This design comes from an exercise in tuning for small area, a short achievable clock period and few clock cycles on the open sky130 flow, not from production work.
The RTL was checked by simulation tests, not by an equivalence proof against the original design.
No activity file was given, so power comes from the tool's default toggle rates.

== run A ==
==> flow/design.v <==
package puf_pkg;
  localparam int unsigned C_IOSCNUM_DEF      = 48;
  localparam int unsigned C_IOSCDWIDTH_DEF   = 24;
  localparam int unsigned C_OIDWIDTH_DEF     = 24;
  localparam int unsigned C_MEMDATAWIDTH_DEF = 8;
  localparam int unsigned C_MEMADDRWIDTH_DEF = 24;
  localparam int unsigned C_CHALBASE_DEF     = 0;
  localparam int unsigned C_IDXW = $clog2(C_IOSCNUM_DEF);
endpackage
module cnt_regfile #(
  parameter int unsigned N  = puf_pkg::C_IOSCNUM_DEF,
  parameter int unsigned DW = puf_pkg::C_IOSCDWIDTH_DEF,
  parameter int unsigned IW = puf_pkg::C_IDXW
) (
  input  logic          I_sclk,
  input  logic          I_we,
  input  logic [IW-1:0] I_wr_idx,
  input  logic [DW-1:0] I_wr_data,
  input  logic [IW-1:0] I_rd_idx,
  output logic [DW-1:0] O_rd_data
);
  logic [N-1:0][DW-1:0] cnt_q;
  logic [DW-1:0]        rd;
  for (genvar i = 0; i < N; i++) begin : g_cnt
    always_ff @(posedge I_sclk) begin
      if (I_we && I_wr_idx == i) cnt_q[i] <= I_wr_data;
    end
  end
  always_comb begin
    rd = '0;
    for (int i = 0; i < N; i++)
      rd = rd | (cnt_q[i] & {DW{I_rd_idx == i}});
  end
  always_ff @(posedge I_sclk) O_rd_data <= rd;
endmodule
module puf_resp_gen #(
  parameter int unsigned C_IOSCNUM      = puf_pkg::C_IOSCNUM_DEF,
  parameter int unsigned C_IOSCDWIDTH   = puf_pkg::C_IOSCDWIDTH_DEF,
  parameter int unsigned C_OIDWIDTH     = puf_pkg::C_OIDWIDTH_DEF,
  parameter int unsigned C_MEMDATAWIDTH = puf_pkg::C_MEMDATAWIDTH_DEF,
  parameter int unsigned C_MEMADDRWIDTH = puf_pkg::C_MEMADDRWIDTH_DEF,
  parameter int unsigned C_CHALBASE     = puf_pkg::C_CHALBASE_DEF
) (
  input  logic                      I_sclk,
  input  logic                      I_rst,
  input  logic                      I_cnt_valid,
  input  logic [puf_pkg::C_IDXW-1:0]         I_cnt_idx,
  input  logic [C_IOSCDWIDTH-1:0]   I_cnt_data,
  output logic                      O_cnt_ready,
  input  logic                      I_start,
  output logic                      O_busy,
  output logic [C_MEMADDRWIDTH-1:0] O_mem_addr,
  input  logic [C_MEMDATAWIDTH-1:0] I_mem_data,
  output logic [C_OIDWIDTH-1:0]     O_prim_id,
  output logic                      O_id_valid,
  output logic                      O_err
);
  localparam int unsigned IW = puf_pkg::C_IDXW;
  localparam int unsigned NB = 2 * C_OIDWIDTH;    
  localparam logic [IW-1:0] LAST_A = NB - 1;
  logic          busy_q, ready_q, id_valid_q, err_q, fetch_q;
  logic [IW-1:0] addr_q;
  logic [C_IOSCNUM-1:0] loaded_q;
  logic                    wv_q;
  logic [IW-1:0]           widx_q;
  logic [C_IOSCDWIDTH-1:0] wdata_q;
  logic          m_v_q, m_odd_q, r_v_q, r_odd_q, r_bad_q, a_bad_q;
  logic [IW-1:0] m_idx_q;
  logic [C_IOSCDWIDTH-1:0] rd_q, a_q;
  logic [C_OIDWIDTH-1:0]   id_q;
  logic wr_in, wr_oob, all_in, start_acc, shift, cmp_bit;
  logic [C_IOSCNUM-1:0] wmask;
  assign wr_in  = I_cnt_valid & ready_q;
  assign wr_oob = wr_in & ({1'b0, I_cnt_idx} >= C_IOSCNUM);
  always_comb begin
    wmask = '0;
    for (int i = 0; i < C_IOSCNUM; i++) wmask[i] = wr_in & (I_cnt_idx == i);
  end
  logic [C_IOSCNUM-1:0] miss;
  logic [IW-1:0]        miss_idx;
  logic                 miss_none, miss_one;
  assign miss      = ~loaded_q;
  assign miss_none = ~|miss;
  always_comb begin
    miss_idx = '0;
    for (int i = 0; i < C_IOSCNUM; i++)
      if (miss[i]) miss_idx = miss_idx | IW'(i);
  end
  always_comb begin
    logic seen;
    seen     = 1'b0;
    miss_one = 1'b1;
    for (int i = 0; i < C_IOSCNUM; i++) begin
      if (miss[i] && seen) miss_one = 1'b0;
      seen = seen | miss[i];
    end
  end
  assign all_in = miss_none | (wr_in & miss_one & (I_cnt_idx == miss_idx));
  assign start_acc = ready_q & I_start & all_in;
  assign shift   = r_v_q & r_odd_q;
  assign cmp_bit = ~a_bad_q & ~r_bad_q & (a_q > rd_q);
  cnt_regfile #(
    .N  (C_IOSCNUM),
    .DW (C_IOSCDWIDTH),
    .IW (IW)
  ) u_cnt_regfile (
    .I_sclk    (I_sclk),
    .I_we      (wv_q),
    .I_wr_idx  (widx_q),
    .I_wr_data (wdata_q),
    .I_rd_idx  (m_idx_q),
    .O_rd_data (rd_q)
  );
  always_ff @(posedge I_sclk) begin
    widx_q  <= I_cnt_idx;
    wdata_q <= I_cnt_data;
    m_idx_q <= I_mem_data[IW-1:0];
    m_odd_q <= ~addr_q[0];
    r_odd_q <= m_odd_q;
    r_bad_q <= {1'b0, m_idx_q} >= C_IOSCNUM;
    a_q     <= rd_q;
    a_bad_q <= r_bad_q;
  end
  always_ff @(posedge I_sclk or posedge I_rst) begin
    if (I_rst) begin
      busy_q     <= 1'b0;
      ready_q    <= 1'b1;
      id_valid_q <= 1'b0;
      err_q      <= 1'b0;
      fetch_q    <= 1'b0;
      addr_q     <= '0;
      loaded_q   <= '0;
      wv_q       <= 1'b0;
      m_v_q      <= 1'b0;
      r_v_q      <= 1'b0;
      id_q       <= '0;
    end else begin
      wv_q  <= wr_in & ~wr_oob;
      m_v_q <= fetch_q;
      r_v_q <= m_v_q;
      id_valid_q <= r_v_q & ~m_v_q;
      if (id_valid_q) loaded_q <= '0;
      else            loaded_q <= loaded_q | wmask;
      if (ready_q) begin
        busy_q  <= start_acc;
        ready_q <= ~start_acc;
        if (I_start) err_q <= all_in ? wr_oob : 1'b1;
        else if (wr_oob) err_q <= 1'b1;
      end else begin
        busy_q  <= ~id_valid_q;
        ready_q <= id_valid_q;
        if (shift && (a_bad_q || r_bad_q)) err_q <= 1'b1;
      end
      fetch_q <= start_acc | (fetch_q & (addr_q != '0));
      if (start_acc)                    addr_q <= 1;
      else if (addr_q == LAST_A)        addr_q <= '0;
      else if (addr_q != '0)            addr_q <= addr_q + 1'b1;
      if (shift) id_q <= {cmp_bit, id_q[C_OIDWIDTH-1:1]};
    end
  end
  assign O_cnt_ready = ready_q;
  assign O_busy      = busy_q;
  assign O_mem_addr  = C_MEMADDRWIDTH'(addr_q);
  assign O_prim_id   = id_q;
  assign O_id_valid  = id_valid_q;
  assign O_err       = err_q;
endmodule
export LEC_CHECK = 0
export CAP_MARGIN = 20
export CORE_MARGIN = 2
export CORE_UTILIZATION = 40
export SETUP_SLACK_MARGIN = 4.0
export SLEW_MARGIN = 20
create_clock -name core_clock -period 6.5 [get_ports {I_sclk}]
run.sh (not shown) runs the stock make flow with config.mk's settings and CLKGATE_MAP_FILE= SYNTH_SCRIPT=/design/flow/synth_recipe.tcl, a recipe that flattens the netlist after the stock synthesis.
Testbench counts of run A, summed over its fixed seeds: cycles 19,008.
The following lists how run B was set up differently from run A:
# run A
export LEC_CHECK = 0
export CAP_MARGIN = 20
export CORE_MARGIN = 2
export CORE_UTILIZATION = 40
export SETUP_SLACK_MARGIN = 4.0
export SLEW_MARGIN = 20
create_clock -name core_clock -period 6.5 [get_ports {I_sclk}]
# run B
export LEC_CHECK = 0
export CAP_MARGIN = 20
export CORE_MARGIN = 2
export CORE_UTILIZATION = 55
export CTS_CLUSTER_DIAMETER = 90
export CTS_CLUSTER_SIZE = 25
export SETUP_SLACK_MARGIN = 4.0
export SLEW_MARGIN = 20
create_clock -name core_clock -period 6.5 [get_ports {I_sclk}]
Results
Run B against run A: fmax has increased, number of well-tap cells placed has decreased, die extent in x has decreased. Run B against run A: clock network fraction of total power moved down; data arrival time of the critical path went down; measured slew at the worst slew-check pin rose by 0.0059 ns; non-clock buffer count saw a decrease. Run B consumes less power than run A does.
Modified inputs, run C compared to run B
# run B
export LEC_CHECK = 0
export CAP_MARGIN = 20
export CORE_MARGIN = 2
export CORE_UTILIZATION = 55
export CTS_CLUSTER_DIAMETER = 90
export CTS_CLUSTER_SIZE = 25
export SETUP_SLACK_MARGIN = 4.0
export SLEW_MARGIN = 20
create_clock -name core_clock -period 6.5 [get_ports {I_sclk}]
# run C
export LEC_CHECK = 0
export CAP_MARGIN = 20
export CORE_MARGIN = 2
export CORE_UTILIZATION = 40
export CTS_CLUSTER_DIAMETER = 100
export CTS_CLUSTER_SIZE = 30
export SETUP_SLACK_MARGIN = 4.0
export SLEW_MARGIN = 20
create_clock -name core_clock -period 6.5 [get_ports {I_sclk}]
## What came out
Going from run B to run C, post-route minimum period grows by 0.057 ns. The static leakage was comparable across run B and run C. Run C -> run B: synthesized-area fraction occupied by ao, oa, aoi and oai cells delta 0, exact match. Changes observed in run C relative to run B: area of the core +about 40%, wire length -1.4%, sequential share of layout area -0.57 points. Summary of run C over run B: worst hold slack climbed 0.015 ns; remaining max-slew budget at the tightest pin climbed 7.6 points.
## Diff of input files: run D against run C
# run C
export LEC_CHECK = 0
export CAP_MARGIN = 20
export CORE_MARGIN = 2
export CORE_UTILIZATION = 40
export CTS_CLUSTER_DIAMETER = 100
export CTS_CLUSTER_SIZE = 30
export SETUP_SLACK_MARGIN = 4.0
export SLEW_MARGIN = 20
create_clock -name core_clock -period 6.5 [get_ports {I_sclk}]
# run D
export LEC_CHECK = 0
export CAP_MARGIN = 20
export CORE_MARGIN = 2
export CORE_UTILIZATION = 70
export CTS_CLUSTER_DIAMETER = 90
export CTS_CLUSTER_SIZE = 25
export SETUP_SLACK_MARGIN = 4.0
export SLEW_MARGIN = 20
create_clock -name core_clock -period 6.5 [get_ports {I_sclk}]
Notes after the runs:
- Final checks on run D, whose flow otherwise completed, came back failing, citing max-capacitance violations, max-slew violations.
- A start point of the critical path of m_idx_q[4] is what run D shows, while id_valid_q belongs to run C.
- For run C, the critical-path cell with the highest stage delay was sky130_fd_sc_hd__dfrtp_2, unlike run D, where it was sky130_fd_sc_hd__nor4_2.
- Looking only at sum of routed wire length over all layers, and setting everything else aside, the higher value of run C and run D goes to run D.
- Run D: effective utilization at floorplan 30 points above run C
- Layout clock buffer count grows by more than 10% when moving from run C to run D.

==> separate check: timing with driven ports <==
No port has a modelled driver above. Below, the same layouts with a new extraction and two added sets of constraints. Step 1 (the two cells are an assumption about what drives the block):
set clk [get_ports {I_sclk}]
set_driving_cell -lib_cell sky130_fd_sc_hd__clkbuf_16 $clk
set_driving_cell -lib_cell sky130_fd_sc_hd__buf_2 [delete_from_list [all_inputs] $clk]
Step 2 moves the port delays by t, midway between the first and last clock arrival at a register: inputs arrive t later, outputs are due t later. That takes back most of the time a late clock gives input paths. Slacks: no drivers / after step 1 / after step 2; pairs: no drivers / after step 1.
run | shift t [ns] | setup slack, ns | worst register clock-pin slew, ns
run A | 0.812 | 3.828 / 3.756 / 3.155 | 0.07 / 0.07
run B | 0.754 | 3.856 / 3.781 / 3.202 | 0.11 / 0.11
run C | 0.792 | 3.800 / 3.727 / 3.202 | 0.12 / 0.12
run D | 0.748 | 3.168 / 3.168 / 3.149 | 0.12 / 0.12
The setup slack of run A, which loses most, moves by -0.072 ns with the drivers and by -0.673 ns with both steps.
